This design comes from an exercise in tuning for small area, a short achievable clock period and few clock cycles on the open sky130 flow, not from production work. RTL that was checked went through simulation tests only; none was proved equivalent to the original. Only the layout flow was run in run 1; the RTL was not checked for function there. Power figures rest on the tool's default switching activity, not on a simulated workload.

==> flow/design.v (outline; a module is shown in full before it is edited, if it fits) <==
// module MacPipe: 1579 lines
// module ProcessingElement: 291 lines
module ProcessingElement #(
    parameter int MaxFiltW = PECfg::DefMaxFiltW,
    parameter int MaxOutW  = PECfg::DefMaxOutW,
    parameter int MaxCh    = PECfg::DefMaxCh
) (
    input  logic                         i_clk,
    input  logic                         i_rstN,
    input  logic                         i_start,
    input  logic [$clog2(MaxFiltW+1)-1:0] i_filtW,
    input  logic [$clog2(MaxOutW+1)-1:0]  i_outW,
    input  logic [$clog2(MaxCh+1)-1:0]    i_numCh,
    input  logic                         i_ipixValid,
    input  PECfg::Pix                    i_ipix,
    input  logic                         i_wpixValid,
    input  PECfg::Pix                    i_wpix,
    output logic                         o_fwdValid,
    output PECfg::Pix                    o_fwdPix,
    output logic                         o_psumValid,
    output PECfg::Psum                   o_psum,
    output logic                         o_done
);
  // ...
==> flow/flow/run.sh <==
#!/bin/bash
# The standard ORFS layout, except that the ports get a plain buffer
# (buf_2) instead of the delay cell buffer_ports picks by default, and timing
# repair aims for a little more setup slack than config.mk may ask for.
set -euo pipefail
cd "$(dirname "$0")/.."
bash standard.sh SETUP_SLACK_MARGIN=5.3 "BUFFER_PORTS_ARGS=-buffer_cell sky130_fd_sc_hd__buf_2" finish > standard_flow.log 2>&1
==> flow/standard.sh <==
#!/bin/bash
# synth_recipe.tcl (not shown) runs the flow's synth.tcl, then flattens the netlist and writes it again
# the make line also repeats each setting of config.mk as NAME=value (left out here)
make -C /OpenROAD-flow-scripts/flow DESIGN_CONFIG=/design/flow/config.mk WORK_HOME=/design/flow/orfs CLKGATE_MAP_FILE= SYNTH_SCRIPT=/design/flow/synth_recipe.tcl "${@:-finish}"
==> flow/config.mk <==
export PLATFORM = sky130hd
export DESIGN_NAME = ProcessingElement
export DESIGN_NICKNAME = ProcessingElement
export VERILOG_FILES = /design/flow/design.v
export SDC_FILE = /design/flow/constraint.sdc
export NUM_CORES = 4
export LEC_CHECK = 0
export CAP_MARGIN = 20
export CORE_MARGIN = 2
export CORE_UTILIZATION = 60
export SLEW_MARGIN = 20
==> flow/constraint.sdc <==
create_clock -name core_clock -period 8.0 [get_ports {i_clk}]
set_input_delay 1.6000 -clock core_clock [delete_from_list [all_inputs] [get_ports {i_clk}]]
set_output_delay 1.6000 -clock core_clock [all_outputs]
set_load 0.01 [all_outputs]
==> flow_summary.json, run 1 <==
{
  "outcome": "finished clean",
  "share_clk_of_total_power_pct": 41.5,
  "relative_area_change_from_synthesis_to_final_layout_pct": 13.3,
  "ys_warn_count": 4,
  "multiInputCombCellCount": 1516,
  "grt_use_met3_pct": 4.36,
  "worst_r2r_startpoint": "mac0.r2_c462$_DFF_P_",
  "cts_buffer_depth": 3,
  "drtPass1Iterations": 6,
  "postLayoutCoreUtil_pct": 68.4,
  "fin_worst_hold_slack_ns": 0.325,
  "gr_met1_demand_resource_pct": 33.8,
  "timing.hold.worst.start": "l1$_DFF_P_",
  "rr_endpoint": "ring[303]$_DFFE_PP_",
  "h-tree-depth": 4,
  "cpMaxStageDelayCell": "dfxtp_4",
  "biggestRegsByFlops": "chain (608), ring (304), wslot (128)",
  "nNetsFinal": 3764,
  "final_area_mm2": 0.0603,
  "met3_length_um": 5930,
  "rsz0062_at_grt": "true",
  "largest_family_of_logic_cells_by_synthesized_area": "adder cells",
  "core_area_mm2": 0.0882,
  "setup.worst_path.end": "o_fwdPix[3]",
  "detailedRoute.firstIterationViolations": 2051,
  "final.min_clock_period_ns": 2.88,
  "synthMuxAreaShare_pct": 7.57,
  "grt.met2_usage_pct": 35.3,
  "detailedPlacementHpwl_um": 65500,
  "grt_max_degree": 97,
  "finalSetupViolations": 0,
  "power_of_the_clock_network_mw": 6.18,
  "final-instance-count-excl-fill": 4690,
  "power-per-cell-area_mw_per_mm2": 247
}
==> module ProcessingElement, before the edit <==
module ProcessingElement #(
    parameter int MaxFiltW = PECfg::DefMaxFiltW,
    parameter int MaxOutW  = PECfg::DefMaxOutW,
    parameter int MaxCh    = PECfg::DefMaxCh
) (
    input  logic                         i_clk,
    input  logic                         i_rstN,
    input  logic                         i_start,
    input  logic [$clog2(MaxFiltW+1)-1:0] i_filtW,
    input  logic [$clog2(MaxOutW+1)-1:0]  i_outW,
    input  logic [$clog2(MaxCh+1)-1:0]    i_numCh,
    input  logic                         i_ipixValid,
    input  PECfg::Pix                    i_ipix,
    input  logic                         i_wpixValid,
    input  PECfg::Pix                    i_wpix,
    output logic                         o_fwdValid,
    output PECfg::Pix                    o_fwdPix,
    output logic                         o_psumValid,
    output PECfg::Psum                   o_psum,
    output logic                         o_done
);
    localparam int NPix = 76;    
    localparam int NPs  = 16;    
    logic [1:0] cC1, cF1;
    logic [3:0] cW1;
    logic [4:0] cR1;
    logic       run;             
    logic       pMore, wMore;    
    logic [4:0] pI;
    logic [1:0] pCh;
    logic [1:0] wJ;              
    logic [2:0] wC;              
    logic [6:0] skipCnt;         
    logic       fwdValid, pTake;
    logic [7:0] fwdPix;
    logic       fb, rep, repFin;
    logic [NPix*8-1:0] chain;
    logic [127:0] wslot;
    logic [4:0] eI;
    logic [1:0] eCh;
    logic [7:0]  twR [4];
    logic        v1, z1, l1, v2, z2, l2, aV, aLast;
    logic [18:0] rowA, rowB, headNx;
    localparam int RW = 19;
    logic [NPs*RW-1:0] ring;
    logic [RW-1:0]     outSel;
    logic [4:0]  kFin, pend, dCnt, q;    
    logic        psumValid, dLastR, doneR;
    logic [19:0] outR;
    logic        drOK, drainNow, drRot, ringEn, engDone, finStep, lastDrain, ldNow;
    logic        ringEnR, qT, engDoneN;
    logic [4:0]  qN;
    logic startNow, accP, accW, pRowEnd, pLastR, wLastR, pMoreN, wMoreN;
    logic [4:0] pI_n;
    logic [1:0] pCh_n, wJ_n;
    logic [2:0] wC_n;
    assign startNow = i_start && !run;
    assign accP     = i_ipixValid && pMore;
    assign accW     = i_wpixValid && wMore;
    assign pRowEnd  = (pI == cR1);
    assign pMoreN   = pMore && !(accP && pLastR);
    assign wMoreN   = wMore && !(accW && wLastR);
    always_ff @(posedge i_clk) begin
        if (startNow) begin
            cC1 <= 2'(i_numCh - 3'd1);
            cF1 <= 2'(i_filtW - 3'd1);
            cW1 <= 4'(i_outW - 5'd1);
            cR1 <= i_outW + 5'(i_filtW) - 5'd2;
        end
    end
    always_comb begin
        pI_n  = pI;
        pCh_n = pCh;
        wJ_n  = wJ;
        wC_n  = wC;
        if (accP) begin
            pI_n  = pRowEnd ? 5'd0 : pI + 5'd1;
            pCh_n = pCh + 2'(pRowEnd);
        end
        if (accW) begin
            wJ_n = (wJ == 2'd0) ? cF1 : wJ - 2'd1;
            wC_n = wC + 3'(wJ == 2'd0);
        end
    end
    always_ff @(posedge i_clk) begin
        if (startNow) begin
            pI      <= '0;
            pCh     <= '0;
            wJ      <= 2'(i_filtW - 3'd1);
            wC      <= '0;
            pLastR  <= 1'b0;
            wLastR  <= (i_filtW == 3'd1) && (i_numCh == 3'd1);
        end else begin
            pI      <= pI_n;
            pCh     <= pCh_n;
            wJ      <= wJ_n;
            wC      <= wC_n;
            if (accP) pLastR <= pRowEnd ? (cR1 == 5'd0 && pCh + 2'd1 == cC1)
                                        : (pI + 5'd1 == cR1 && pCh == cC1);
            if (accW) wLastR <= (wJ == 2'd0) ? (cF1 == 2'd0 && wC + 3'd1 == 3'(cC1))
                                             : (wJ == 2'd1 && wC == 3'(cC1));
        end
    end
    for (genvar k = 0; k < 16; k++) begin : g_wslot
        always_ff @(posedge i_clk) begin
            if (accW && {wC[1:0], wJ} == 4'(k)) wslot[8*k +: 8] <= i_wpix;
        end
    end
    logic       ldDone, repRot, evX, winFull, wOK, stepReq, step, eRowEnd;
    logic [7:0] X;
    assign ldDone  = run && !pMore && !wMore;
    assign repRot  = rep && !repFin;
    assign evX     = rep ? (repRot && skipCnt == 7'd0) : pTake;
    assign X       = rep ? chain[7:0] : fwdPix;
    assign winFull = (eI >= 5'(cF1));
    assign wOK     = (3'(eCh) < wC);
    assign stepReq = evX && winFull && (rep || !fb);
    assign step    = stepReq && (rep || wOK);
    assign eRowEnd = (eI == cR1);
    always_ff @(posedge i_clk) begin
        fwdPix <= i_ipix;
        if (!i_rstN) begin
            fwdValid <= 1'b0;
            pTake    <= 1'b0;
            run      <= 1'b0;
            pMore    <= 1'b0;
            wMore    <= 1'b0;
            fb       <= 1'b0;
            rep      <= 1'b0;
            repFin   <= 1'b0;
        end else begin
            fwdValid <= i_ipixValid;
            pTake    <= accP;
            if (startNow) begin
                run    <= 1'b1;
                pMore  <= 1'b1;
                wMore  <= 1'b1;
                fb     <= 1'b0;
                rep    <= 1'b0;
                repFin <= 1'b0;
            end else begin
                pMore <= pMoreN;
                wMore <= wMoreN;
                if (lastDrain) run <= 1'b0;
                if (stepReq && !rep && !wOK) fb <= 1'b1;
                if (ldDone && fb && !rep) rep <= 1'b1;
                if (rep && evX && eRowEnd && eCh == cC1) repFin <= 1'b1;
            end
        end
    end
    always_ff @(posedge i_clk) begin
        if (pTake || repRot) chain <= {X, chain[NPix*8-1:8]};
    end
    always_ff @(posedge i_clk) begin
        if (startNow) begin
            skipCnt <= 7'(NPix);
        end else if (pTake || (repRot && skipCnt != 7'd0)) begin
            skipCnt <= skipCnt - 7'd1;
        end
    end
    always_ff @(posedge i_clk) begin
        if (startNow || (ldDone && fb && !rep)) begin
            eI  <= '0;
            eCh <= '0;
        end else if (evX) begin
            eI  <= eRowEnd ? 5'd0 : eI + 5'd1;
            eCh <= eCh + 2'(eRowEnd);
        end
    end
    for (genvar j = 0; j < 4; j++) begin : g_tap
        always_ff @(posedge i_clk) begin
            twR[j] <= (step && 2'(j) <= cF1) ? wslot[8*(4*eCh + j) +: 8] : 8'd0;
        end
    end
    always_ff @(posedge i_clk) begin
        z1    <= (eCh == 2'd0);
        l1    <= (eCh == cC1);
        z2    <= z1;
        l2    <= l1;
        aLast <= l2;
        if (!i_rstN) begin
            v1 <= 1'b0;
            v2 <= 1'b0;
            aV <= 1'b0;
        end else begin
            v1 <= step;
            v2 <= v1;
            aV <= v2;
        end
    end
    MacPipe mac0 (
        .i_clk  (i_clk),
        .a0     (chain[75*8 +: 8]),
        .b0     (twR[0]),
        .a1     (chain[74*8 +: 8]),
        .b1     (twR[1]),
        .a2     (chain[73*8 +: 8]),
        .b2     (twR[2]),
        .a3     (chain[72*8 +: 8]),
        .b3     (twR[3]),
        .h      (headNx),
        .o_rowA (rowA),
        .o_rowB (rowB)
    );
    logic [RW-1:0] newv;
    assign drOK     = run && (kFin != 5'd0) && (q < 5'd6);
    assign ldNow    = (!pMore || (i_ipixValid && pLastR)) && (!wMore || (i_wpixValid && wLastR));
    assign drainNow = drOK && ldNow;
    assign drRot    = run && engDone;
    assign ringEn   = ringEnR;
    assign finStep  = aV && aLast;
    assign lastDrain = drainNow && (dCnt == 5'(cW1));
    assign headNx = (v2 && z2) ? 19'd0 : (ringEn ? ring[RW +: RW] : ring[0 +: RW]);
    assign newv   = rowA + rowB;
    for (genvar k = 0; k < NPs; k++) begin : g_ring
        if (k < 2 || k == NPs - 2) begin : g_shift
            always_ff @(posedge i_clk) begin
                if (ringEn) ring[RW*k +: RW] <= ring[RW*(k+1) +: RW];
            end
        end else if (k == NPs - 1) begin : g_tail
            always_ff @(posedge i_clk) begin
                if (ringEn) ring[RW*k +: RW] <= newv;
            end
        end else begin : g_mid
            always_ff @(posedge i_clk) begin
                if (ringEn) ring[RW*k +: RW] <= (cW1 <= 4'(k + 1)) ? ring[RW*(NPs-1) +: RW]
                                                                  : ring[RW*(k+1) +: RW];
            end
        end
    end
    always_ff @(posedge i_clk) begin
        if (startNow) begin
            engDone <= 1'b0;
            kFin <= '0;
            pend <= i_outW;
            dCnt <= '0;
            q    <= i_outW;
        end else if (ldDone && fb && !rep) begin
            engDone <= 1'b0;
            kFin <= '0;
            pend <= 5'(cW1) + 5'd1;
            dCnt <= '0;
            q    <= 5'(cW1) + 5'd1;
        end else begin
            if (finStep) pend <= pend - 5'd1;
            engDone <= engDoneN;
            kFin <= drainNow ? kFin + 5'(finStep) - 5'd1 : kFin + 5'(finStep);
            dCnt <= drainNow ? dCnt + 5'd1 : dCnt;
            q    <= qN;
        end
    end
    assign engDoneN = (pend == 5'd0) || (finStep && pend == 5'd1);
    assign qN       = drainNow ? q - 5'(finStep || drRot) + 5'd1 : q - 5'(finStep || drRot);
    always_ff @(posedge i_clk) begin
        if (!i_rstN || startNow || (ldDone && fb && !rep)) begin
            ringEnR <= 1'b0;
            qT      <= 1'b0;
        end else begin
            ringEnR <= v2 || (run && !lastDrain && engDoneN);
            qT      <= (qN == 5'(cW1));
        end
    end
    always_comb begin
        if (qT) outSel = ring[(NPs-1)*RW +: RW];
        else case (q[2:0])
            3'd0:    outSel = ring[0*RW +: RW];
            3'd1:    outSel = ring[1*RW +: RW];
            3'd2:    outSel = ring[2*RW +: RW];
            3'd3:    outSel = ring[3*RW +: RW];
            3'd4:    outSel = ring[4*RW +: RW];
            default: outSel = ring[5*RW +: RW];
        endcase
    end
    always_ff @(posedge i_clk) begin
        outR <= {outSel[RW-1] && outSel[RW-2:0] != '0, outSel};
        if (!i_rstN) begin
            psumValid <= 1'b0;
            dLastR    <= 1'b0;
            doneR     <= 1'b0;
        end else begin
            psumValid <= drainNow;
            dLastR    <= lastDrain;
            doneR     <= dLastR;
        end
    end
    assign o_fwdValid  = fwdValid;
    assign o_fwdPix    = fwdPix;
    assign o_psumValid = psumValid;
    assign o_psum      = outR;
    assign o_done      = doneR;
endmodule
==> inputs of run 2 (changes only) <==
--- a/flow/design.v
+++ b/flow/design.v
@@ -1698,10 +1698,8 @@
             pCh     <= pCh_n;
             wJ      <= wJ_n;
             wC      <= wC_n;
-            if (accP) pLastR <= pRowEnd ? (cR1 == 5'd0 && pCh + 2'd1 == cC1)
-                                        : (pI + 5'd1 == cR1 && pCh == cC1);
-            if (accW) wLastR <= (wJ == 2'd0) ? (cF1 == 2'd0 && wC + 3'd1 == 3'(cC1))
-                                             : (wJ == 2'd1 && wC == 3'(cC1));
+            pLastR  <= (pI_n == cR1) && (pCh_n == cC1);
+            wLastR  <= (wJ_n == 2'd0) && (wC_n == 3'(cC1));
         end
     end
     for (genvar k = 0; k < 16; k++) begin : g_wslot
==> flow/flow/run.sh (replaced) <==
#!/bin/bash
# The standard ORFS layout, except that the ports get a plain buffer
# (buf_2) instead of the delay cell buffer_ports picks by default.
set -euo pipefail
cd "$(dirname "$0")/.."
bash standard.sh "BUFFER_PORTS_ARGS=-buffer_cell sky130_fd_sc_hd__buf_2" finish > standard_flow.log 2>&1
--- a/flow/config.mk
+++ b/flow/config.mk
@@ -8,4 +8,5 @@
 export CAP_MARGIN = 20
 export CORE_MARGIN = 2
 export CORE_UTILIZATION = 60
+export SETUP_SLACK_MARGIN = 5.0
 export SLEW_MARGIN = 20
==> run 2 against run 1 <==
Against the previous run:
- core utilization shrank 0.90 points
- sequential share of layout area grew 0.88 points
- critical path type is now reg -> reg
- worst setup slack lost 0.081 ns
- clock-buffer cell count grew 12
- still clean
- clock skew grew 0.021 ns
- hold slack is essentially flat
- combinational power shrank about 10%
- critical path depth grew 5
==> flow_summary.json, run 2 <==
{
  "worstSetupPathType": "reg -> reg",
  "worst_pin_slew_ns": 1.13,
  "clkSinkCount": 1317,
  "num_antenna_cells": 0,
  "final.min_clock_period_ns": 2.96,
  "final_common_cell": "edfxtp_1",
  "synth_cell_type_count": 79,
  "hold_viol_final": 0,
  "number_of_antenna_violations_at_the_first_check_in_global_routing": 2,
  "hold_buffer_count_at_cts": 0,
  "core_area_mm2": 0.0880,
  "pwr-share-comb_pct": 6.4,
  "ctsRootBufferMaster": "clkbuf_16",
  "hold_path.class": "reg -> reg",
  "critical_path_rt_ns": 8.58,
  "wl_um": 101000,
  "timing.max_slew.rel_slack_pct": 23.8,
  "ys.flop_type": "edfxtp_1",
  "layout_worst_path_cycle_share_pct": 37.0,
  "yosys_top_cell_by_area": "edfxtp_1",
  "largest_register_ffs": 608,
  "rsz0062_at_grt": "false",
  "synth.avg_cell_area_um2": 16.5,
  "totalPowerFinal_mw": 14.7,
  "biggestRegsByFlops": "chain (608), ring (304), wslot (128)",
  "post-synth-top-count-cell": "edfxtp_1",
  "synth-seq-cells": 1317,
  "nNetsFinal": 3703,
  "synth_cells": 3211,
  "timing.hold.worst.start": "mac0.r1_s171$_DFF_P_",
  "num_rows": 109,
  "synth_top_cells_by_count": "edfxtp_1 (1039), inv_1 (297), dfxtp_1 (278)",
  "path_clk_slew_ns": 0.06,
  "timing.final.max_slew_violations": 0,
  "cpMaxStageDelayCell": "inv_1",
  "sw_frac_of_total_pct": 21.9,
  "final.setup.tns_ns": 0,
  "clock_tree_from_tritoncts": "yes",
  "ys_warn_count": 4,
  "die-height_um": 301,
  "skew_ns": 0.0446,
  "drc_errors": 0,
  "finalWeightedCongestion": 0.860,
  "outcome": "finished clean",
  "cp-startpoint": "qT$_SDFF_PP0_",
  "vias": 25791,
  "drtPass1Iterations": 5,
  "count_of_port_buffers_added_during_placement": 62,
  "die_area_mm2": 0.0908,
  "multi_input_comb_area_mm2": 0.0149,
  "globalRoute.totalOverflow": 0,
  "synth_nets": 3553,
  "top_register": "chain",
  "cts_buffer_depth": 3,
  "syn_area_mm2": 0.0530,
  "postSynth.asyncResetShare_pct": 0,
  "finalSetupViolations": 0,
  "grt_first_pass_wirelength_um": 156000,
  "pin_count": 63,
  "grt_usage_pct": 22.9,
  "relative_area_change_from_synthesis_to_final_layout_pct": 11.9,
  "post-synth-top-area-fraction_pct": 58.8,
  "routedWlPerCell_um": 21.7,
  "die_width_um": 301,
  "crit_path_max_incr_delay_ns": 0.63,
  "cell_chain_of_the_critical_path": "buf_4 > inv_1 > nand2_1 > o221a_2 > nor3_1 > a41oi_1",
  "h-tree-depth": 4,
  "drt-vias-per-instance": 5.57,
  "layout.filler_cells": 5932,
  "maxcap_violations": 0,
  "ir_drop_v": 0.000221,
  "final_layout_size_suffix_gt1_share_pct": 18.3,
  "worst_r2r_startpoint": "qT$_SDFF_PP0_",
  "rr_worst_depth": 6,
  "power.switching_mw": 3.23,
  "share_clk_of_total_power_pct": 41.7,
  "startpoint_type": "flop",
  "power.static_leakage_nw": 21.5,
  "power-per-cell-area_mw_per_mm2": 248,
  "cts_buffers": 135,
  "seq_power_share_pct": 52.0,
  "cell_depth_of_the_worst_min_delay_path": 0,
  "worst_setup_path_end_kind": "flop",
  "worst_path_arrival_ns": 3.54,
  "insertion_delay_to_the_later_sink_of_the_worst_skew_pair_ns": 0.75,
  "layout_common_cells": "edfxtp_1 (1039), inv_1 (297), dfxtp_1 (274)",
  "detailedRoute.firstIterationViolations": 1997,
  "detailedPlacementHpwl_um": 65500,
  "fmax_mhz": 338,
  "synth-edff-count": 1039,
  "grt_pass1_vias": 26354,
  "register_area_mm2": 0.0368,
  "yosysSeqAreaShare_pct": 69.3,
  "initial_utilization_pct": 60.3,
  "grt_max_degree": 164,
  "residual_antenna_violating_net_count_after_detailed_routing": 0,
  "p_int_mw": 11.5,
  "top_cells_by_area_in_the_synthesized_netlist": "edfxtp_1 (59%), dfxtp_1 (10%), fa_1 (9.1%), mux2_2 (5.5%), and2_1 (2.3%)",
  "biggest_fanout_along_the_worst_timing_path": 24
}
-- run 2: final cells by class --
cell class	count	share of cell area, %
Clock buffer	183	6.38
Clock inverter	62	1.02
Inverter	299	1.90
Multi-Input combinational cell	1507	25.2
Sequential cell	1317	62.0
Tap cell	1165	2.46
Timing Repair Buffer	101	1.11
-- run 2: final timing paths --
path              slack [ns]                 endpoint
hold / removal          0.33  mac0.r2_r1_s171$_DFF_P_
setup / recovery        5.04         outR[19]$_DFF_P_
setup reg to reg        5.04         outR[19]$_DFF_P_
hold reg to reg         0.33  mac0.r2_r1_s171$_DFF_P_
-- run 2: logic make-up after synthesis --
| logic type | Yosys count | share of synthesized area, % |
|---|---|---|
| xor+xnor | 77 | 1.27 |
| buf+inv | 387 | 2.77 |
| compound gates | 202 | 2.50 |
| flops | 1317 | 69.3 |
| fa+ha+maj | 310 | 10.7 |
| mux | 317 | 7.50 |
| simple gates | 601 | 5.94 |
-- run 2: routing by layer --
metal  wire length, µm  global-route usage [%]  part of all wire, %  up-vias
li1                  -                       -                    -    11680
met1             44800                    32.6                   44    13216
met5                 0                       0                    0        -
met3              5480                    4.50                  5.4      183
met2             47700                    35.7                   47      712
met4              2810                    7.90                  2.8        0
-- run 2: power by group through the flow --
stage               logic (mW)  clock network, mW  registers (mW)
floorplan                0.635                  0            7.78
global placement         0.900                  0            7.79
detailed placement       0.922                  0            7.79
CTS                      0.934               6.27            7.65
global route              1.03               6.53            7.66
finish                   0.940               6.13            7.65
-- run 2: timing repair --
action	CTS	global route
pin swaps	1	7
hold endpoints to repair	0	0
gates resized for setup	7	9
endpoints found under the setup margin	21	21
buffers inserted	1	8
-- run 2: critical path: cells and delay by family, from the launching register on --
kind	cells	cell delay, ns
and+or+nand+nor	2	0.98
DFF	1	0.29
AOI/OAI and AO/OA	2	0.67
buffers and inverters	2	0.83
-- run 2: metrics by stage --
stage                     util, %  hold WS [ns]  worst slack, ns  area [µm²]  instances
after floorplan                 -         0.310             3.71       53100       3211
after global placement       62.3         0.311             4.30       54800       4379
after detailed placement     62.3         0.313             4.25       54800       4380
after CTS                    67.3         0.327             5.01       59200       4626
after global routing         67.5         0.330             4.97       59300       4634
final                        67.5         0.325             5.04       59300       4634
Testbench counts of run 2, summed over its fixed seeds: cycles 8,124.
==> inputs of run 3 (changes only) <==
--- a/flow/design.v
+++ b/flow/design.v
@@ -1623,7 +1623,6 @@
     output logic                         o_done
 );
     localparam int NPix = 76;    
-    localparam int NPs  = 16;    
     logic [1:0] cC1, cF1;
     logic [3:0] cW1;
     logic [4:0] cR1;
@@ -1642,17 +1641,16 @@
     logic [4:0] eI;
     logic [1:0] eCh;
     logic [7:0]  twR [4];
-    logic        v1, z1, l1, v2, z2, l2, aV, aLast;
+    logic        v1, z1, f1, v2, z2, f2, aF;
     logic [18:0] rowA, rowB, headNx;
     localparam int RW = 19;
-    logic [NPs*RW-1:0] ring;
-    logic [RW-1:0]     outSel;
-    logic [4:0]  kFin, pend, dCnt, q;    
-    logic        psumValid, dLastR, doneR;
+    localparam int NL = 17;
+    logic [NL*RW-1:0] ring;
+    logic [RW-1:0]    newR, outSel, fAge;
+    logic [4:0]  dCnt;
+    logic        psumValid, dLastR, doneR, drAct, f0Made, f0New, useF;
     logic [19:0] outR;
-    logic        drOK, drainNow, drRot, ringEn, engDone, finStep, lastDrain, ldNow;
-    logic        ringEnR, qT, engDoneN;
-    logic [4:0]  qN;
+    logic        drainNow, drStart, lastDrain, ldNow, pAny;
     logic startNow, accP, accW, pRowEnd, pLastR, wLastR, pMoreN, wMoreN;
     logic [4:0] pI_n;
     logic [1:0] pCh_n, wJ_n;
@@ -1691,6 +1689,7 @@
             pCh     <= '0;
             wJ      <= 2'(i_filtW - 3'd1);
             wC      <= '0;
+            pAny    <= 1'b0;
             pLastR  <= 1'b0;
             wLastR  <= (i_filtW == 3'd1) && (i_numCh == 3'd1);
         end else begin
@@ -1698,8 +1697,11 @@
             pCh     <= pCh_n;
             wJ      <= wJ_n;
             wC      <= wC_n;
-            pLastR  <= (pI_n == cR1) && (pCh_n == cC1);
-            wLastR  <= (wJ_n == 2'd0) && (wC_n == 3'(cC1));
+            if (accP) pAny <= 1'b1;
+            if (accP) pLastR <= pRowEnd ? (cR1 == 5'd0 && pCh + 2'd1 == cC1)
+                                        : (pI + 5'd1 == cR1 && pCh == cC1);
+            if (accW) wLastR <= (wJ == 2'd0) ? (cF1 == 2'd0 && wC + 3'd1 == 3'(cC1))
+                                             : (wJ == 2'd1 && wC == 3'(cC1));
         end
     end
     for (genvar k = 0; k < 16; k++) begin : g_wslot
@@ -1743,7 +1745,7 @@
                 pMore <= pMoreN;
                 wMore <= wMoreN;
                 if (lastDrain) run <= 1'b0;
-                if (stepReq && !rep && !wOK) fb <= 1'b1;
+                if ((stepReq && !rep && !wOK) || (pMore && pAny && !i_ipixValid)) fb <= 1'b1;
                 if (ldDone && fb && !rep) rep <= 1'b1;
                 if (rep && evX && eRowEnd && eCh == cC1) repFin <= 1'b1;
             end
@@ -1774,19 +1776,20 @@
         end
     end
     always_ff @(posedge i_clk) begin
-        z1    <= (eCh == 2'd0);
-        l1    <= (eCh == cC1);
-        z2    <= z1;
-        l2    <= l1;
-        aLast <= l2;
+        z1 <= (eCh == 2'd0);
+        z2 <= z1;
         if (!i_rstN) begin
             v1 <= 1'b0;
             v2 <= 1'b0;
-            aV <= 1'b0;
+            f1 <= 1'b0;
+            f2 <= 1'b0;
+            aF <= 1'b0;
         end else begin
             v1 <= step;
             v2 <= v1;
-            aV <= v2;
+            f1 <= step && eCh == cC1 && eI == 5'(cF1);
+            f2 <= f1;
+            aF <= f2;
         end
     end
     MacPipe mac0 (
@@ -1803,74 +1806,55 @@
         .o_rowA (rowA),
         .o_rowB (rowB)
     );
-    logic [RW-1:0] newv;
-    assign drOK     = run && (kFin != 5'd0) && (q < 5'd6);
-    assign ldNow    = (!pMore || (i_ipixValid && pLastR)) && (!wMore || (i_wpixValid && wLastR));
-    assign drainNow = drOK && ldNow;
-    assign drRot    = run && engDone;
-    assign ringEn   = ringEnR;
-    assign finStep  = aV && aLast;
-    assign lastDrain = drainNow && (dCnt == 5'(cW1));
-    assign headNx = (v2 && z2) ? 19'd0 : (ringEn ? ring[RW +: RW] : ring[0 +: RW]);
-    assign newv   = rowA + rowB;
-    for (genvar k = 0; k < NPs; k++) begin : g_ring
-        if (k < 2 || k == NPs - 2) begin : g_shift
+    assign headNx = (v2 && z2) ? 19'd0 : ring[0 +: RW];
+    always_ff @(posedge i_clk) begin
+        newR <= rowA + rowB;
+    end
+    for (genvar k = 0; k < NL; k++) begin : g_ring
+        if (k == 0) begin : g_head
             always_ff @(posedge i_clk) begin
-                if (ringEn) ring[RW*k +: RW] <= ring[RW*(k+1) +: RW];
+                ring[0 +: RW] <= ring[RW +: RW];
             end
-        end else if (k == NPs - 1) begin : g_tail
+        end else if (k == NL - 1) begin : g_top
             always_ff @(posedge i_clk) begin
-                if (ringEn) ring[RW*k +: RW] <= newv;
+                ring[RW*k +: RW] <= newR;
             end
         end else begin : g_mid
             always_ff @(posedge i_clk) begin
-                if (ringEn) ring[RW*k +: RW] <= (cW1 <= 4'(k + 1)) ? ring[RW*(NPs-1) +: RW]
-                                                                  : ring[RW*(k+1) +: RW];
+                ring[RW*k +: RW] <= (cR1 <= 5'(k + 2)) ? newR : ring[RW*(k+1) +: RW];
             end
         end
     end
+    assign ldNow     = (!pMore || (i_ipixValid && pLastR)) && (!wMore || (i_wpixValid && wLastR));
+    assign drStart   = run && !drAct && !(fb && !rep) &&
+                       (useF ? (ldNow && f0Made) : (f0New && (ldDone || ldNow)));
+    assign drainNow  = drAct || drStart;
+    assign lastDrain = drainNow && (dCnt == 5'(cW1));
     always_ff @(posedge i_clk) begin
-        if (startNow) begin
-            engDone <= 1'b0;
-            kFin <= '0;
-            pend <= i_outW;
-            dCnt <= '0;
-            q    <= i_outW;
-        end else if (ldDone && fb && !rep) begin
-            engDone <= 1'b0;
-            kFin <= '0;
-            pend <= 5'(cW1) + 5'd1;
-            dCnt <= '0;
-            q    <= 5'(cW1) + 5'd1;
+        if (!i_rstN || startNow || (ldDone && fb && !rep)) begin
+            f0Made <= 1'b0;
+            f0New  <= 1'b0;
+            drAct  <= 1'b0;
+            dCnt   <= '0;
         end else begin
-            if (finStep) pend <= pend - 5'd1;
-            engDone <= engDoneN;
-            kFin <= drainNow ? kFin + 5'(finStep) - 5'd1 : kFin + 5'(finStep);
-            dCnt <= drainNow ? dCnt + 5'd1 : dCnt;
-            q    <= qN;
+            if (aF) f0Made <= 1'b1;
+            f0New <= aF;
+            if (lastDrain) drAct <= 1'b0;
+            else if (drStart) drAct <= 1'b1;
+            if (drainNow) dCnt <= dCnt + 5'd1;
         end
     end
-    assign engDoneN = (pend == 5'd0) || (finStep && pend == 5'd1);
-    assign qN       = drainNow ? q - 5'(finStep || drRot) + 5'd1 : q - 5'(finStep || drRot);
     always_ff @(posedge i_clk) begin
-        if (!i_rstN || startNow || (ldDone && fb && !rep)) begin
-            ringEnR <= 1'b0;
-            qT      <= 1'b0;
-        end else begin
-            ringEnR <= v2 || (run && !lastDrain && engDoneN);
-            qT      <= (qN == 5'(cW1));
-        end
+        useF <= !rep && cW1 >= 4'd6;
     end
     always_comb begin
-        if (qT) outSel = ring[(NPs-1)*RW +: RW];
-        else case (q[2:0])
-            3'd0:    outSel = ring[0*RW +: RW];
-            3'd1:    outSel = ring[1*RW +: RW];
-            3'd2:    outSel = ring[2*RW +: RW];
-            3'd3:    outSel = ring[3*RW +: RW];
-            3'd4:    outSel = ring[4*RW +: RW];
-            default: outSel = ring[5*RW +: RW];
+        case (cF1)
+            2'd0:    fAge = ring[4*RW +: RW];
+            2'd1:    fAge = ring[5*RW +: RW];
+            2'd2:    fAge = ring[6*RW +: RW];
+            default: fAge = ring[7*RW +: RW];
         endcase
+        outSel = useF ? fAge : newR;
     end
     always_ff @(posedge i_clk) begin
         outR <= {outSel[RW-1] && outSel[RW-2:0] != '0, outSel};
==> run 3 against run 2 <==
Against the previous run:
- still clean
- global-route usage shrank 0.076 points
- power grew 16%
- non-clock buffer count is 16 lower
- sequential power increased by 13%
- cell area shrank 5.0%
- sequential share of layout area fell by 0.97 points
- clock power up 5.1%
- die area fell by 5.5%
- first-iteration DRC count fell by 17%
- synthesized area down 5.6%
- critical endpoint is now o_fwdPix[3]
- highest routed layer unchanged
==> flow_summary.json, run 3 <==
{
  "vias": 23975,
  "detailedPlacementHpwl_um": 61200,
  "sw_frac_of_total_pct": 23.8,
  "worstSetupPathType": "reg -> out",
  "nNetsFinal": 3550,
  "worst_setup_path_end_kind": "output pin",
  "globalRoute.totalOverflow": 0,
  "final_common_cell": "edfxtp_1",
  "cpMaxStageDelayCell": "dfxtp_4",
  "pin_count": 63,
  "synth.avg_cell_area_um2": 16.3,
  "min_to": "z2$_DFF_P_",
  "ir_drop_v": 0.000220,
  "grt_pass1_vias": 25619,
  "critical_path_rt_ns": 6.40,
  "power-per-cell-area_mw_per_mm2": 303,
  "num_rows": 105,
  "maxcap_violations": 0,
  "worst_pin_slew_ns": 1.11,
  "totalPowerFinal_mw": 17.1,
  "final.setup.tns_ns": 0,
  "timing.hold.worst.start": "z1$_DFF_P_",
  "synth_top_cells_by_count": "edfxtp_1 (752), dfxtp_1 (589), mux2_2 (311)",
  "fmax_mhz": 340,
  "grt.met2_usage_pct": 36.7,
  "cell_chain_of_the_critical_path": "buf_2",
  "die_width_um": 293,
  "die_area_mm2": 0.0858,
  "residual_antenna_violating_net_count_after_detailed_routing": 0,
  "grt_first_pass_wirelength_um": 147000,
  "setup_ws_ns": 5.06,
  "biggest_fanout_along_the_worst_timing_path": 2,
  "gr_met1_demand_resource_pct": 31.3,
  "worst-path-buf-inv": 1,
  "seq_power_share_pct": 50.5,
  "initial_utilization_pct": 60.8,
  "rr_endpoint": "ring[47]$_DFF_P_",
  "timing.max_slew.rel_slack_pct": 26.2,
  "pwr-share-comb_pct": 11.8,
  "count_of_port_buffers_added_during_placement": 62,
  "ctsRootBufferMaster": "clkbuf_16",
  "rr_worst_depth": 3,
  "relative_area_change_from_synthesis_to_final_layout_pct": 12.6,
  "finalSetupViolations": 0,
  "insertion_delay_to_the_later_sink_of_the_worst_skew_pair_ns": 0.73,
  "syn_area_mm2": 0.0501,
  "grt_max_degree": 194,
  "core_area_mm2": 0.0824,
  "p_int_mw": 13.0,
  "pre_cts_slack_ns": 4.29,
  "globalRoute.busiestLayer": "met2",
  "outcome": "finished clean",
  "cts_buffers": 135,
  "postLayoutCoreUtil_pct": 68.4,
  "drt-vias-per-instance": 5.45,
  "drc_errors": 0,
  "share_clk_of_total_power_pct": 37.7,
  "post-synth-top-count-cell": "edfxtp_1",
  "fin_worst_hold_slack_ns": 0.325,
  "cts_buffer_depth": 3,
  "crit_path_max_incr_delay_ns": 0.43,
  "synth-seq-cells": 1341,
  "rsz0062_at_grt": "false",
  "synth_cell_type_count": 63,
  "number_of_antenna_violations_at_the_first_check_in_global_routing": 1,
  "power.static_leakage_nw": 21.2,
  "skew_ns": 0.0157,
  "top_register": "chain",
  "grt_use_met3_pct": 4.42,
  "ys.flop_type": "edfxtp_1",
  "path_clk_slew_ns": 0.06,
  "timing.final.max_slew_violations": 0,
  "yosysSeqAreaShare_pct": 68.7,
  "top_cells_by_area_in_the_synthesized_netlist": "edfxtp_1 (45%), dfxtp_1 (24%), fa_1 (9.6%), mux2_2 (7.0%), inv_1 (2.0%)",
  "synth_cells": 3077,
  "hold_path.class": "reg -> reg",
  "clkSinkCount": 1341,
  "routedWlPerCell_um": 21.4,
  "synth_nets": 3412,
  "layout.filler_cells": 5508,
  "layout_worst_path_cycle_share_pct": 36.8,
  "yosys_top_cell_by_area": "edfxtp_1",
  "crit_family": "flip-flops",
  "postSynth.asyncResetShare_pct": 0,
  "layout_common_cells": "edfxtp_1 (752), dfxtp_1 (584), mux2_2 (311)",
  "r2r_setup_slack_ns": 5.19,
  "wl_um": 94300,
  "final_layout_size_suffix_gt1_share_pct": 20.4,
  "synth-edff-count": 752,
  "h-tree-depth": 4,
  "drtPass1Iterations": 6,
  "clock_tree_from_tritoncts": "yes",
  "post-synth-top-area-fraction_pct": 45.1,
  "die-height_um": 293,
  "final.min_clock_period_ns": 2.94,
  "worst_path_arrival_ns": 1.34,
  "finalWeightedCongestion": 0.879,
  "cell_depth_of_the_worst_min_delay_path": 0,
  "cts_setup_buffers": 0,
  "ys_warn_count": 4,
  "worst_r2r_startpoint": "cR1[3]$_DFFE_PP_",
  "hold_viol_final": 0,
  "biggestRegsByFlops": "chain (608), ring (323), wslot (128)",
  "largest_register_ffs": 608,
  "startpoint_type": "flop",
  "detailedRoute.firstIterationViolations": 1648,
  "power.switching_mw": 4.06,
  "grt_usage_pct": 22.8
}
[run 3: changes by cell type in the layout (fill, tap and decap cells not counted), moves of 29 or more]
cell / delta
inv_1: -29
dfxtp_1: +310
and2_1: -46
mux2_2: +51
nand2_1: +43
edfxtp_1: -287
nor2_1: -32
[run 3: logic make-up (layout without fill, tap and decap cells)]
| group | Yosys count | count (layout) | share of synthesized area, % |
|---|---|---|---|
| mux | 367 | 367 | 9.46 |
| buf+inv | 354 | 603 | 2.75 |
| compound gates | 124 | 125 | 1.60 |
| xor+xnor | 54 | 54 | 0.945 |
| flops | 1341 | 1341 | 68.7 |
| fa+ha+maj | 303 | 303 | 11.2 |
| other cells | 0 | 1 | 0 |
| simple gates | 534 | 534 | 5.43 |
[run 3: power groups by stage]
stage               logic (mW)  clock network (mW)  registers, mW
floorplan                 1.54                   0           8.56
global placement          1.97                   0           8.75
detailed placement        2.01                   0           8.77
CTS                       2.04                6.58           8.64
global route              2.23                6.85           8.73
finish                    2.02                6.44           8.64
[run 3: final cells by class]
type	instances	area (µm²)	share of cell area (%)
flip-flops and latches	1341	34400	61.0
multi-input cells	1383	14400	25.6
clock buffers	181	3790	6.72
well taps	1070	1340	2.37
inverters	269	1010	1.79
clock inverters	68	863	1.53
repair buffers	85	544	0.966
diodes	1	2.50	0.00444
[run 3: metrics by stage]
stage          area (µm²)  cells
6_report            56400   4398
5_1_grt             56400   4397
4_1_cts             56300   4395
3_5_place_dp        51600   4146
3_3_place_gp        51600   4146
2_1_floorplan       50100   3077
[run 3: per-layer routing]
metal,part of all wire (%),vias up
li1,-,10970
met1,45,12194
met2,48,605
met3,4.7,206
met4,3.0,0
met5,0,-
[run 3: worst max path at each step]
stage	slack (ns)	endpoint	cells after the start	from
3_5_place_dp	4.29	drAct$_SDFFE_PP0P_	6	i_start
6_report	5.06	o_fwdPix[3]	1	fwdPix[3]$_DFF_P_
4_1_cts	5.01	o_fwdPix[3]	1	fwdPix[3]$_DFF_P_
3_3_place_gp	4.42	drAct$_SDFFE_PP0P_	6	i_start
2_1_floorplan	2.86	chain[0]$_DFFE_PP_	2	pTake$_SDFF_PN0_
5_1_grt	5.01	o_fwdPix[3]	1	fwdPix[3]$_DFF_P_
[run 3: timing repair]
action	4_1_cts	5_1_grt
pin swaps	0	1
endpoints found under the setup margin	276	316
resized for setup	9	3
hold buffers	0	0
cloned	0	2
Testbench counts of run 3, summed over its fixed seeds: cycles 8,124.
==> inputs of run 4 (changes only) <==
==> flow/flow/run.sh (replaced) <==
#!/bin/bash
# The standard ORFS layout, except that the ports get a plain buffer
# (buf_2) instead of the delay cell buffer_ports picks by default, and timing
# repair aims for a little more setup slack than config.mk may ask for.
set -euo pipefail
cd "$(dirname "$0")/.."
bash standard.sh SETUP_SLACK_MARGIN=5.3 "BUFFER_PORTS_ARGS=-buffer_cell sky130_fd_sc_hd__buf_2" finish > standard_flow.log 2>&1
--- a/flow/config.mk
+++ b/flow/config.mk
@@ -8,5 +8,4 @@
 export CAP_MARGIN = 20
 export CORE_MARGIN = 2
 export CORE_UTILIZATION = 60
-export SETUP_SLACK_MARGIN = 5.0
 export SLEW_MARGIN = 20
==> run 4 against run 3 <==
Against the previous run:
- hold slack improved by 0.00073 ns
- sequential power barely moved
- critical path depth did not move
- worst setup slack improved by 0.056 ns
- core utilization rose by 0.67 points
- critical endpoint unchanged
==> flow_summary.json, run 4 <==
{
  "detailedPlacementHpwl_um": 61100,
  "globalRoute.totalOverflow": 0,
  "synth_cells": 3077,
  "power-per-cell-area_mw_per_mm2": 298,
  "top_register": "chain",
  "postLayoutCoreUtil_pct": 69.1,
  "grt_pass1_vias": 25810,
  "crit_path_max_incr_delay_ns": 0.43,
  "gr_met1_demand_resource_pct": 31.9,
  "cpMaxStageDelayCell": "dfxtp_4",
  "residual_antenna_violating_net_count_after_detailed_routing": 0,
  "worstSetupPathType": "reg -> out",
  "ir_drop_v": 0.000238,
  "synth.avg_cell_area_um2": 16.3,
  "post-synth-top-area-fraction_pct": 45.1,
  "layout.filler_cells": 5476,
  "yosysSeqAreaShare_pct": 68.7,
  "nNetsFinal": 3583,
  "relative_area_change_from_synthesis_to_final_layout_pct": 13.7,
  "cell_chain_of_the_critical_path": "buf_6",
  "syn_area_mm2": 0.0501,
  "worst-path-buf-inv": 1,
  "largest_register_ffs": 608,
  "num_rows": 105,
  "count_of_port_buffers_added_during_placement": 62,
  "worst_path_arrival_ns": 1.29,
  "pre_cts_slack_ns": 4.37,
  "ys.flop_type": "edfxtp_1",
  "outcome": "finished clean",
  "grt_max_degree": 202,
  "final.setup.tns_ns": 0,
  "worst_pin_slew_ns": 1.13,
  "globalRoute.busiestLayer": "met2",
  "clock_tree_from_tritoncts": "yes",
  "postSynth.asyncResetShare_pct": 0,
  "startpoint_type": "flop",
  "path_clk_slew_ns": 0.06,
  "drt-vias-per-instance": 5.48,
  "grt.met2_usage_pct": 36.7,
  "crit_family": "flip-flops",
  "wl_um": 95000,
  "ys_warn_count": 4,
  "h-tree-depth": 4,
  "clkSinkCount": 1341,
  "insertion_delay_to_the_later_sink_of_the_worst_skew_pair_ns": 0.72,
  "timing.final.max_slew_violations": 0,
  "drc_errors": 0,
  "synth-seq-cells": 1341,
  "worst_setup_path_end_kind": "output pin",
  "rr_worst_depth": 5,
  "hold_path.class": "reg -> reg",
  "hold_viol_final": 0,
  "die-height_um": 293,
  "vias": 24216,
  "top_cells_by_area_in_the_synthesized_netlist": "edfxtp_1 (45%), dfxtp_1 (24%), fa_1 (9.6%), mux2_2 (7.0%), inv_1 (2.0%)",
  "ctsRootBufferMaster": "clkbuf_16",
  "layout_common_cells": "edfxtp_1 (752), dfxtp_1 (561), mux2_2 (311)",
  "worst-path-stages": 1,
  "initial_utilization_pct": 60.8,
  "skew_ns": 0.0231,
  "die_area_mm2": 0.0858,
  "rsz0062_at_grt": "true",
  "biggest_fanout_along_the_worst_timing_path": 2,
  "drtPass1Iterations": 5,
  "yosys_top_cell_by_area": "edfxtp_1",
  "cts_buffers": 134,
  "routedWlPerCell_um": 21.5,
  "final-instance-count-excl-fill": 4423,
  "register_area_mm2": 0.0344,
  "final_layout_size_suffix_gt1_share_pct": 22.7,
  "post-synth-top-count-cell": "edfxtp_1",
  "final.min_clock_period_ns": 2.89,
  "grt_usage_pct": 23.0,
  "synth_cell_type_count": 63,
  "timing.max_slew.rel_slack_pct": 24.3,
  "critical_path_rt_ns": 6.40,
  "cell_depth_of_the_worst_min_delay_path": 0,
  "setup_ws_ns": 5.11,
  "final_common_cell": "edfxtp_1",
  "core_area_mm2": 0.0824,
  "biggestRegsByFlops": "chain (608), ring (323), wslot (128)",
  "power.static_leakage_nw": 21.3,
  "maxcap_violations": 0,
  "fmax_mhz": 346,
  "synth-edff-count": 752,
  "number_of_antenna_violations_at_the_first_check_in_global_routing": 3,
  "grt_first_pass_wirelength_um": 149000,
  "dp_cells": 4149,
  "synth_top_cells_by_count": "edfxtp_1 (752), dfxtp_1 (589), mux2_2 (311)",
  "cts_buffer_depth": 3,
  "detailedRoute.firstIterationViolations": 1422,
  "die_width_um": 293,
  "grt_use_met3_pct": 4.31,
  "synth_nets": 3412,
  "multi_input_comb_area_mm2": 0.0147,
  "layout_worst_path_cycle_share_pct": 36.1,
  "pin_count": 63,
  "num_antenna_cells": 0,
  "finalSetupViolations": 0,
  "finalWeightedCongestion": 0.885
}
run 4: routing by layer:
metal | wire, µm | part of all wire, %
met1 | 42100 | 44
met3 | 4700 | 4.9
met2 | 45400 | 48
met5 | 11 | 0.012
met4 | 2770 | 2.9
run 4: where the power goes:
group	total [mW]	internal [mW]	leakage, nW	switching, mW
Clock	6.19	3.60	2.15	2.58
Combinational	2.09	1.10	7.46	0.988
Sequential	8.67	8.17	11.7	0.507
Total	17.0	12.9	21.3	4.08
run 4: cell families after synthesis:
family / synth area share [%]
muxes: 9.46
buffers and inverters: 2.75
xor gates and xnor gates: 0.945
and+or+nand+nor: 5.43
adders and majority gates: 11.2
AOI/OAI and AO/OA: 1.60
DFF: 68.7
run 4: final cells by class:
cell class	instances	share of cell area (%)
Multi-Input combinational cell	1383	25.7
Tap cell	1070	2.35
Sequential cell	1341	60.5
Inverter	269	1.84
Clock buffer	176	6.48
Timing Repair inverter	1	0.0132
Clock inverter	65	1.29
Timing Repair Buffer	118	1.83
run 4: per-stage QoR:
| step | hold slack [ns] | cell area, µm² | total power [mW] |
|---|---|---|---|
| floorplan | 0.310 | 50300 | 10.1 |
| global placement | 0.315 | 51900 | 10.7 |
| detailed placement | 0.313 | 51900 | 10.8 |
| CTS | 0.325 | 56600 | 17.1 |
| global route | 0.335 | 56900 | 17.7 |
| finish | 0.326 | 56900 | 17.0 |
run 4: worst register-to-register path, delay by kind of cell (launching register included):
| family | cells | cell delay, ns |
|---|---|---|
| adder cells (fa/ha/maj) | 3 | 1.58 |
| buffers and inverters | 1 | 0.05 |
| flip-flops | 1 | 0.69 |
| AND/OR/NAND/NOR | 1 | 0.17 |
run 4: final timing paths:
check,from,slack [ns],end
worst min-delay path,ring[37]$_DFF_P_,0.33,ring[18]$_DFF_P_
worst min register to register,ring[37]$_DFF_P_,0.33,ring[18]$_DFF_P_
worst max register to register,twR[0][4]$_SDFF_PN0_,5.37,mac0.r1_s337$_DFF_P_
worst max-delay path,fwdPix[3]$_DFF_P_,5.11,o_fwdPix[3]
run 4: what timing repair did:
item / in CTS / in global routing
hold buffers: 0 / 0
pin swaps: 3 / 3
setup buffers: 11 / 19
gates cloned: 3 / 0
gates resized for setup: 49 / 25
setup endpoints to repair: 236 / 94
==> inputs of run 5 (changes only) <==
--- a/flow/design.v
+++ b/flow/design.v
@@ -1634,7 +1634,7 @@
     logic [2:0] wC;              
     logic [6:0] skipCnt;         
     logic       fwdValid, pTake;
-    logic [7:0] fwdPix;
+    logic [7:0] fwdPix, takePix;    
     logic       fb, rep, repFin;
     logic [NPix*8-1:0] chain;
     logic [127:0] wslot;
@@ -1714,7 +1714,7 @@
     assign ldDone  = run && !pMore && !wMore;
     assign repRot  = rep && !repFin;
     assign evX     = rep ? (repRot && skipCnt == 7'd0) : pTake;
-    assign X       = rep ? chain[7:0] : fwdPix;
+    assign X       = rep ? chain[7:0] : takePix;
     assign winFull = (eI >= 5'(cF1));
     assign wOK     = (3'(eCh) < wC);
     assign stepReq = evX && winFull && (rep || !fb);
@@ -1722,6 +1722,7 @@
     assign eRowEnd = (eI == cR1);
     always_ff @(posedge i_clk) begin
         fwdPix <= i_ipix;
+        if (accP) takePix <= i_ipix;
         if (!i_rstN) begin
             fwdValid <= 1'b0;
             pTake    <= 1'b0;
==> run 5 against run 4 <==
Against the previous run:
- still clean on timing, DRC and antenna
- sequential share of layout area grew 0.74 points
- die area rose by 0.49%
- clock-buffer cell count grew 6
- non-clock buffer count is 13 lower
- first-iteration DRC count grew 0.14%
- hold slack got worse by 0.0072 ns
- core utilization is 1.2 points lower
- register-to-register slack got worse by 0.02 ns
- critical path depth stayed put
==> flow_summary.json, run 5 <==
{
  "relative_area_change_from_synthesis_to_final_layout_pct": 12.5,
  "drtPass1Iterations": 5,
  "final_layout_size_suffix_gt1_share_pct": 21.1,
  "ys_warn_count": 4,
  "count_of_port_buffers_added_during_placement": 62,
  "ctsRootBufferMaster": "clkbuf_16",
  "rr_endpoint": "mac0.r1_s303$_DFF_P_",
  "clock_tree_from_tritoncts": "yes",
  "layout_worst_path_cycle_share_pct": 34.9,
  "cell_depth_of_the_worst_min_delay_path": 0,
  "routedWlPerCell_um": 21.3,
  "fmax_mhz": 358,
  "yosysSeqAreaShare_pct": 68.8,
  "critical_path_rt_ns": 6.40,
  "hold_viol_final": 0,
  "grt_max_degree": 178,
  "die_width_um": 294,
  "power-per-cell-area_mw_per_mm2": 296,
  "synth.avg_cell_area_um2": 16.3,
  "worst_pin_slew_ns": 0.935,
  "layout_common_cells": "edfxtp_1 (760), dfxtp_1 (573), mux2_2 (313)",
  "die-height_um": 294,
  "grt_first_pass_wirelength_um": 148000,
  "rr_worst_depth": 6,
  "vias": 23912,
  "worst_r2r_startpoint": "chain[579]$_DFFE_PP_",
  "cts_buffers": 133,
  "ys.flop_type": "edfxtp_1",
  "synth_cells": 3080,
  "rsz0062_at_grt": "true",
  "maxcap_violations": 0,
  "number_of_antenna_violations_at_the_first_check_in_global_routing": 1,
  "path_clk_slew_ns": 0.06,
  "post-synth-top-count-cell": "edfxtp_1",
  "synth_nets": 3415,
  "num_rows": 106,
  "r2r_setup_slack_ns": 5.35,
  "hold_path.class": "reg -> reg",
  "biggestRegsByFlops": "chain (608), ring (323), wslot (128)",
  "outcome": "finished clean",
  "synth_cell_type_count": 64,
  "final-instance-count-excl-fill": 4425,
  "top_register": "chain",
  "crit_family": "flip-flops",
  "h-tree-depth": 4,
  "pin_count": 63,
  "finalWeightedCongestion": 0.884,
  "final_common_cell": "edfxtp_1",
  "post-synth-top-area-fraction_pct": 45.4,
  "residual_antenna_violating_net_count_after_detailed_routing": 0,
  "syn_area_mm2": 0.0503,
  "synth_top_cells_by_count": "edfxtp_1 (760), dfxtp_1 (589), mux2_2 (313)",
  "worst-path-buf-inv": 1,
  "cpMaxStageDelayCell": "dfxtp_2",
  "postLayoutCoreUtil_pct": 67.9,
  "biggest_fanout_along_the_worst_timing_path": 1,
  "postSynth.asyncResetShare_pct": 0,
  "finalSetupViolations": 0,
  "worst_path_arrival_ns": 1.19,
  "drt-vias-per-instance": 5.40,
  "power.static_leakage_nw": 21.2,
  "yosys_top_cell_by_area": "edfxtp_1",
  "clkSinkCount": 1349,
  "crit_path_max_incr_delay_ns": 0.36,
  "cts_buffer_depth": 3,
  "grt_usage_pct": 22.7,
  "final.setup.tns_ns": 0,
  "detailedPlacementHpwl_um": 61800,
  "synth-edff-count": 760,
  "core_area_mm2": 0.0833,
  "insertion_delay_to_the_later_sink_of_the_worst_skew_pair_ns": 0.72,
  "min_to": "ring[15]$_DFF_P_",
  "final.min_clock_period_ns": 2.79,
  "timing.hold.worst.start": "ring[34]$_DFF_P_",
  "synth-seq-cells": 1349,
  "dp_cells": 4167,
  "skew_ns": 0.0318,
  "timing.max_slew.rel_slack_pct": 37.6,
  "nNetsFinal": 3577,
  "detailedRoute.firstIterationViolations": 1424,
  "globalRoute.totalOverflow": 0,
  "ir_drop_v": 0.000213,
  "initial_utilization_pct": 60.4,
  "drc_errors": 0,
  "die_area_mm2": 0.0862,
  "wl_um": 94300,
  "startpoint_type": "flop",
  "timing.final.max_slew_violations": 0,
  "cell_chain_of_the_critical_path": "buf_6",
  "worstSetupPathType": "reg -> out",
  "hold_buffer_count_at_cts": 0,
  "worst_setup_path_end_kind": "output pin",
  "grt_pass1_vias": 25371,
  "top_cells_by_area_in_the_synthesized_netlist": "edfxtp_1 (45%), dfxtp_1 (23%), fa_1 (9.5%), mux2_2 (7.0%), inv_1 (2.0%)",
  "largest_register_ffs": 608
}
[run 5: cell types whose count changed after synthesis, sizes merged, moves of 5 or more]
cell	change
a211oi	+5
nor2	-9
edfxtp	+8
and4	-5
and2	+10
o21ai	-5
a21oi	+5
and3	+7
[run 5: routing by layer]
| metal | up-vias | GRT usage [%] | wire length, µm |
|---|---|---|---|
| met5 | - | 0 | 0 |
| met3 | 181 | 4.58 | 4900 |
| met4 | 0 | 8.44 | 2960 |
| li1 | 10999 | - | - |
| met2 | 587 | 35.1 | 43400 |
| met1 | 12145 | 32.3 | 43000 |
[run 5: worst max-delay path by stage]
| stage | from | end | slack, ns | cells past startpoint |
|---|---|---|---|---|
| after floorplan | pTake$_SDFF_PN0_ | chain[0]$_DFFE_PP_ | 2.86 | 2 |
| after CTS | outR[19]$_DFF_P_ | o_psum[19] | 5.17 | 1 |
| final | outR[19]$_DFF_P_ | o_psum[19] | 5.21 | 1 |
| after global routing | outR[19]$_DFF_P_ | o_psum[19] | 5.17 | 1 |
| after detailed placement | i_start | drAct$_SDFFE_PP0P_ | 4.78 | 7 |
| after global placement | i_start | drAct$_SDFFE_PP0P_ | 4.84 | 7 |
[run 5: cells by family (layout without fill, tap and decap cells)]
kind of cell | after synthesis | in the layout | synth area share [%]
AND/OR/NAND/NOR | 528 | 528 | 5.30
XOR/XNOR | 55 | 55 | 0.957
multiplexers | 368 | 368 | 9.44
buffers and inverters | 350 | 614 | 2.75
AO/OA/AOI/OAI | 127 | 127 | 1.65
other | 0 | 1 | 0
flip-flops | 1349 | 1349 | 68.8
adder cells (fa/ha/maj) | 303 | 303 | 11.1
[run 5: cell type report]
| class | instances | area [µm²] |
|---|---|---|
| flip-flops and latches | 1349 | 34600 |
| diodes | 1 | 2.50 |
| multi-input cells | 1381 | 14500 |
| clock inverters | 55 | 536 |
| well taps | 1080 | 1350 |
| inverters | 272 | 1050 |
| repair buffers | 105 | 856 |
| fillers | 5684 | 26700 |
| clock buffers | 182 | 3650 |
[run 5: stage by stage]
stage	setup slack, ns	instance area, µm²	power [mW]	hold WS, ns
3_3_place_gp	4.84	52000	10.8	0.312
3_5_place_dp	4.78	52000	10.9	0.313
4_1_cts	5.17	56200	16.9	0.323
5_1_grt	5.17	56600	17.5	0.326
6_report	5.21	56600	16.8	0.318
2_1_floorplan	2.86	50500	10.2	0.310
[run 5: report_power, final]
part	internal [mW]	total, mW	switching (mW)
clock	3.39	5.93	2.54
combinational	1.09	2.10	1.01
sequential	8.22	8.75	0.532
total	12.7	16.8	4.08
[run 5: worst reg2reg max path, cell delays in order, from the launching register on]
cell,delay (ns)
edfxtp_1,0.65
and2_1,0.28
fa_1,0.54
inv_1,0.05
fa_1,0.49
inv_1,0.05
fa_1,0.45
[run 5: repair_timing]
| action | CTS | global route |
|---|---|---|
| pin swaps | 0 | 1 |
| setup buffers | 0 | 18 |
| gates cloned | 0 | 2 |
| setup endpoints to repair | 129 | 138 |
| gates resized for setup | 18 | 25 |
Testbench counts of run 5, summed over its fixed seeds: cycles 8,124.
==> inputs of run 6 (changes only) <==
--- a/flow/design.v
+++ b/flow/design.v
@@ -1644,8 +1644,11 @@
     logic        v1, z1, f1, v2, z2, f2, aF;
     logic [18:0] rowA, rowB, headNx;
     localparam int RW = 19;
-    localparam int NL = 17;
+    localparam int NL = 8;
     logic [NL*RW-1:0] ring;
+    logic [RW-1:0]    segA, segB [2], segC [2], segD [4], dA, dB, dC, dD;
+    logic [4:0]       uLen;        
+    logic             uOn;
     logic [RW-1:0]    newR, outSel, fAge;
     logic [4:0]  dCnt;
     logic        psumValid, dLastR, doneR, drAct, f0Made, f0New, useF;
@@ -1811,6 +1814,23 @@
     always_ff @(posedge i_clk) begin
         newR <= rowA + rowB;
     end
+    assign uOn  = (cR1 >= 5'd10);
+    assign uLen = cR1 - 5'd9;
+    assign dA = uLen[0] ? segA : newR;
+    assign dB = (uLen >= 5'd2 && uLen != 5'd4 && uLen != 5'd5) ? segB[1] : dA;
+    assign dC = (uLen >= 5'd8) ? segC[1] : dB;
+    assign dD = (uLen >= 5'd4) ? segD[3] : dC;
+    always_ff @(posedge i_clk) begin
+        segA    <= newR;
+        segB[0] <= dA;
+        segB[1] <= segB[0];
+        segC[0] <= dB;
+        segC[1] <= segC[0];
+        segD[0] <= dC;
+        segD[1] <= segD[0];
+        segD[2] <= segD[1];
+        segD[3] <= segD[2];
+    end
     for (genvar k = 0; k < NL; k++) begin : g_ring
         if (k == 0) begin : g_head
             always_ff @(posedge i_clk) begin
@@ -1818,7 +1838,7 @@
             end
         end else if (k == NL - 1) begin : g_top
             always_ff @(posedge i_clk) begin
-                ring[RW*k +: RW] <= newR;
+                ring[RW*k +: RW] <= uOn ? dD : newR;
             end
         end else begin : g_mid
             always_ff @(posedge i_clk) begin
--- a/flow/config.mk
+++ b/flow/config.mk
@@ -8,4 +8,5 @@
 export CAP_MARGIN = 20
 export CORE_MARGIN = 2
 export CORE_UTILIZATION = 60
+export CTS_CLUSTER_SIZE = 30
 export SLEW_MARGIN = 20
==> run 6 against run 5 <==
Against the previous run:
- register-to-register slack lost 0.06 ns
- cell count increased by 1.2%
- sequential share of layout area rose by 0.26 points
- core utilization rose by 0.70 points
- synthesized cell count is 2.2% higher
- combinational power is 3% lower
- power is 1.8% higher
- worst setup slack improved by 0.029 ns
- sequential power grew 2%
- first-iteration DRC count down 0.21%
- non-clock buffer count fell by 5
- sequential cell count unchanged
==> flow_summary.json, run 6 <==
{
  "drc_errors": 0,
  "drtPass1Iterations": 5,
  "detailedPlacementHpwl_um": 59900,
  "grt_first_pass_wirelength_um": 146000,
  "layout_common_cells": "edfxtp_1 (760), dfxtp_1 (564), inv_1 (294)",
  "dp_cells": 4214,
  "final-instance-count-excl-fill": 4479,
  "grt_usage_pct": 22.5,
  "hold_path.class": "reg -> reg",
  "worstSetupPathType": "reg -> out",
  "startpoint_type": "flop",
  "ir_drop_v": 0.000203,
  "synth_nets": 3489,
  "synth_top_cells_by_count": "edfxtp_1 (760), dfxtp_1 (589), inv_1 (304)",
  "clkSinkCount": 1349,
  "timing.final.max_slew_violations": 0,
  "worst_path_arrival_ns": 1.16,
  "power-per-cell-area_mw_per_mm2": 303,
  "nNetsFinal": 3644,
  "worst_pin_slew_ns": 1.12,
  "finalSetupViolations": 0,
  "path_clk_slew_ns": 0.06,
  "post-synth-top-area-fraction_pct": 45.9,
  "final.min_clock_period_ns": 2.76,
  "num_antenna_cells": 0,
  "final.setup.tns_ns": 0,
  "postSynth.asyncResetShare_pct": 0,
  "synth_cells": 3148,
  "biggestRegsByFlops": "chain (608), ring (152), wslot (128)",
  "synth-edff-count": 760,
  "die_width_um": 292,
  "worst_r2r_startpoint": "cR1[0]$_DFFE_PP_",
  "pwr-share-comb_pct": 12.0,
  "r2r_setup_slack_ns": 5.29,
  "synth-seq-cells": 1349,
  "power.switching_mw": 4.18,
  "insertion_delay_to_the_later_sink_of_the_worst_skew_pair_ns": 0.73,
  "worst-path-stages": 1,
  "top_register": "chain",
  "worst-path-buf-inv": 1,
  "number_of_antenna_violations_at_the_first_check_in_global_routing": 3,
  "die-height_um": 292,
  "routedWlPerCell_um": 21.0,
  "core_area_mm2": 0.0821,
  "ys_warn_count": 10,
  "clock_tree_from_tritoncts": "yes",
  "yosys_top_cell_by_area": "edfxtp_1",
  "synth.avg_cell_area_um2": 15.8,
  "ys.flop_type": "edfxtp_1",
  "cts_buffer_depth": 3,
  "rr_endpoint": "ring[141]$_DFF_P_",
  "h-tree-depth": 4,
  "grt_max_degree": 227,
  "synth_cell_type_count": 66,
  "timing.hold.worst.start": "z1$_DFF_P_",
  "relative_area_change_from_synthesis_to_final_layout_pct": 13.3,
  "post-synth-top-count-cell": "edfxtp_1",
  "skew_ns": 0.0290,
  "globalRoute.totalOverflow": 0,
  "worst_setup_path_end_kind": "output pin",
  "pin_count": 63,
  "p_int_mw": 12.9,
  "wl_um": 93900,
  "layout_worst_path_cycle_share_pct": 34.5,
  "postLayoutCoreUtil_pct": 68.6,
  "crit_path_max_incr_delay_ns": 0.32,
  "cts_buffers": 133,
  "ctsRootBufferMaster": "clkbuf_16",
  "rsz0062_at_grt": "true",
  "largest_register_ffs": 608,
  "hold_viol_final": 0,
  "vias": 24092,
  "gr_met1_demand_resource_pct": 31.8,
  "power.static_leakage_nw": 21.6,
  "share_clk_of_total_power_pct": 35.8,
  "residual_antenna_violating_net_count_after_detailed_routing": 0,
  "top_cells_by_area_in_the_synthesized_netlist": "edfxtp_1 (46%), dfxtp_1 (24%), fa_1 (9.7%), mux2_2 (3.2%), and2_1 (2.7%)",
  "seq_power_share_pct": 52.2,
  "biggest_fanout_along_the_worst_timing_path": 1,
  "fmax_mhz": 362,
  "detailedRoute.firstIterationViolations": 1421,
  "rr_worst_depth": 9,
  "critical_path_rt_ns": 6.40,
  "cell_depth_of_the_worst_min_delay_path": 0,
  "grt_use_met3_pct": 4.54,
  "final_common_cell": "edfxtp_1",
  "grt.met2_usage_pct": 35.4,
  "drt-vias-per-instance": 5.38,
  "globalRoute.busiestLayer": "met2",
  "outcome": "finished clean",
  "finalWeightedCongestion": 0.895,
  "yosysSeqAreaShare_pct": 69.5,
  "min_to": "z2$_DFF_P_",
  "grt_pass1_vias": 25169,
  "syn_area_mm2": 0.0498,
  "sw_frac_of_total_pct": 24.5,
  "cell_chain_of_the_critical_path": "buf_2",
  "die_area_mm2": 0.0853,
  "crit_family": "flip-flops",
  "maxcap_violations": 0,
  "initial_utilization_pct": 60.6,
  "num_rows": 105,
  "fin_worst_hold_slack_ns": 0.321,
  "cpMaxStageDelayCell": "dfxtp_1",
  "final_layout_size_suffix_gt1_share_pct": 17.1,
  "count_of_port_buffers_added_during_placement": 62,
  "timing.max_slew.rel_slack_pct": 25.6
}
run 6: cell type report:
cell class | instances | area [µm²]
clock buffer | 179 | 3710
clock inverter | 62 | 661
fill | 5518 | 25700
inverter | 306 | 1190
multi-input combinational | 1413 | 13900
sequential | 1349 | 34600
tap | 1070 | 1340
timing repair buffer | 100 | 917
run 6: metal layers:
metal,vias up,share of wire (%)
met5,-,0.014
met4,2,2.4
met3,177,4.6
met2,554,47
met1,12256,46
li1,11103,-
run 6: worst register-to-register path, delay by kind of cell (launching register included):
| kind | cells | cell delay, ns |
|---|---|---|
| mux | 1 | 0.21 |
| buf+inv | 3 | 0.60 |
| flops | 1 | 0.44 |
| simple gates | 2 | 0.72 |
| fa+ha+maj | 1 | 0.29 |
| compound gates | 2 | 0.35 |
run 6: cell families (layout without fill, tap and decap cells):
family                   after synthesis  in the layout  share of synthesized area [%]
multiplexers                         217            217                           6.00
buffers and inverters                389            647                           3.01
adder cells (fa/ha/maj)              309            309                           11.4
XOR/XNOR                              64             64                           1.13
AND/OR/NAND/NOR                      611            614                           6.43
flip-flops                          1349           1349                           69.5
AO/OA/AOI/OAI                        209            209                           2.49
run 6: metrics by stage:
stage | instance area, µm² | power, mW | worst slack [ns]
3_5_place_dp | 51400 | 11.0 | 3.79
6_report | 56400 | 17.1 | 5.24
2_1_floorplan | 49900 | 10.3 | 2.69
5_1_grt | 56400 | 17.9 | 5.17
4_1_cts | 56000 | 17.2 | 5.18
3_3_place_gp | 51400 | 10.9 | 3.91
run 6: worst max path at each step:
stage                     startpoint                  to
floorplan           rep$_SDFFE_PP0P_  chain[0]$_DFFE_PP_
global placement             i_start  drAct$_SDFFE_PP0P_
detailed placement           i_start  drAct$_SDFFE_PP0P_
CTS                 outR[13]$_DFF_P_          o_psum[13]
global route        cR1[0]$_DFFE_PP_   ring[139]$_DFF_P_
finish              outR[17]$_DFF_P_          o_psum[17]
run 6: repair_timing:
item	in CTS	in global routing
pin swaps	1	8
endpoints found under the setup margin	665	345
resized for setup	45	39
cloned	2	5
hold buffers	0	0
buffers inserted	2	15
run 6: power by group through the flow:
stage          Sequential, mW  Clock, mW  Combinational [mW]
2_1_floorplan            8.76          0                1.51
3_3_place_gp             9.00          0                1.88
3_5_place_dp             9.03          0                1.93
4_1_cts                  8.91       6.27                1.99
5_1_grt                  9.02       6.55                2.29
6_report                 8.92       6.12                2.04
Testbench counts of run 6, summed over its fixed seeds: cycles 8,124.

[static timing again, ports no longer ideal]
The results above use ideal ports. As a check the final layouts listed here were re-extracted and re-timed, cells and wires unchanged.
Step 1 assumes that a clkbuf_16 drives the clock port and a buf_2 every other input.
Step 2, shift: input delay + t, output delay - t, t = (earliest + latest rising clock arrival at the registers) / 2. This alone moves slack from input paths to output paths.
Three values: ideal ports, drivers, drivers and shift; two values: the first two.
| run | t, ns | slack for setup (ns) | worst setup path after step 2 |
|---|---|---|---|
| run 1 | 0.790 | 5.120 / 5.056 / 4.614 | input to register |
| run 2 | 0.792 | 5.038 / 5.038 / 4.292 | input to register |
| run 3 | 0.796 | 5.056 / 4.988 / 4.631 | input to register |
| run 4 | 0.783 | 5.112 / 5.038 / 4.681 | input to register |
| run 5 | 0.776 | 5.210 / 5.143 / 4.686 | input to register |
| run 6 | 0.785 | 5.239 / 5.169 / 4.820 | input to register |
After both steps every run listed still meets setup and hold. The setup slack of run 2, which loses most, moves by 0.000 ns with the drivers and by -0.746 ns with both steps.
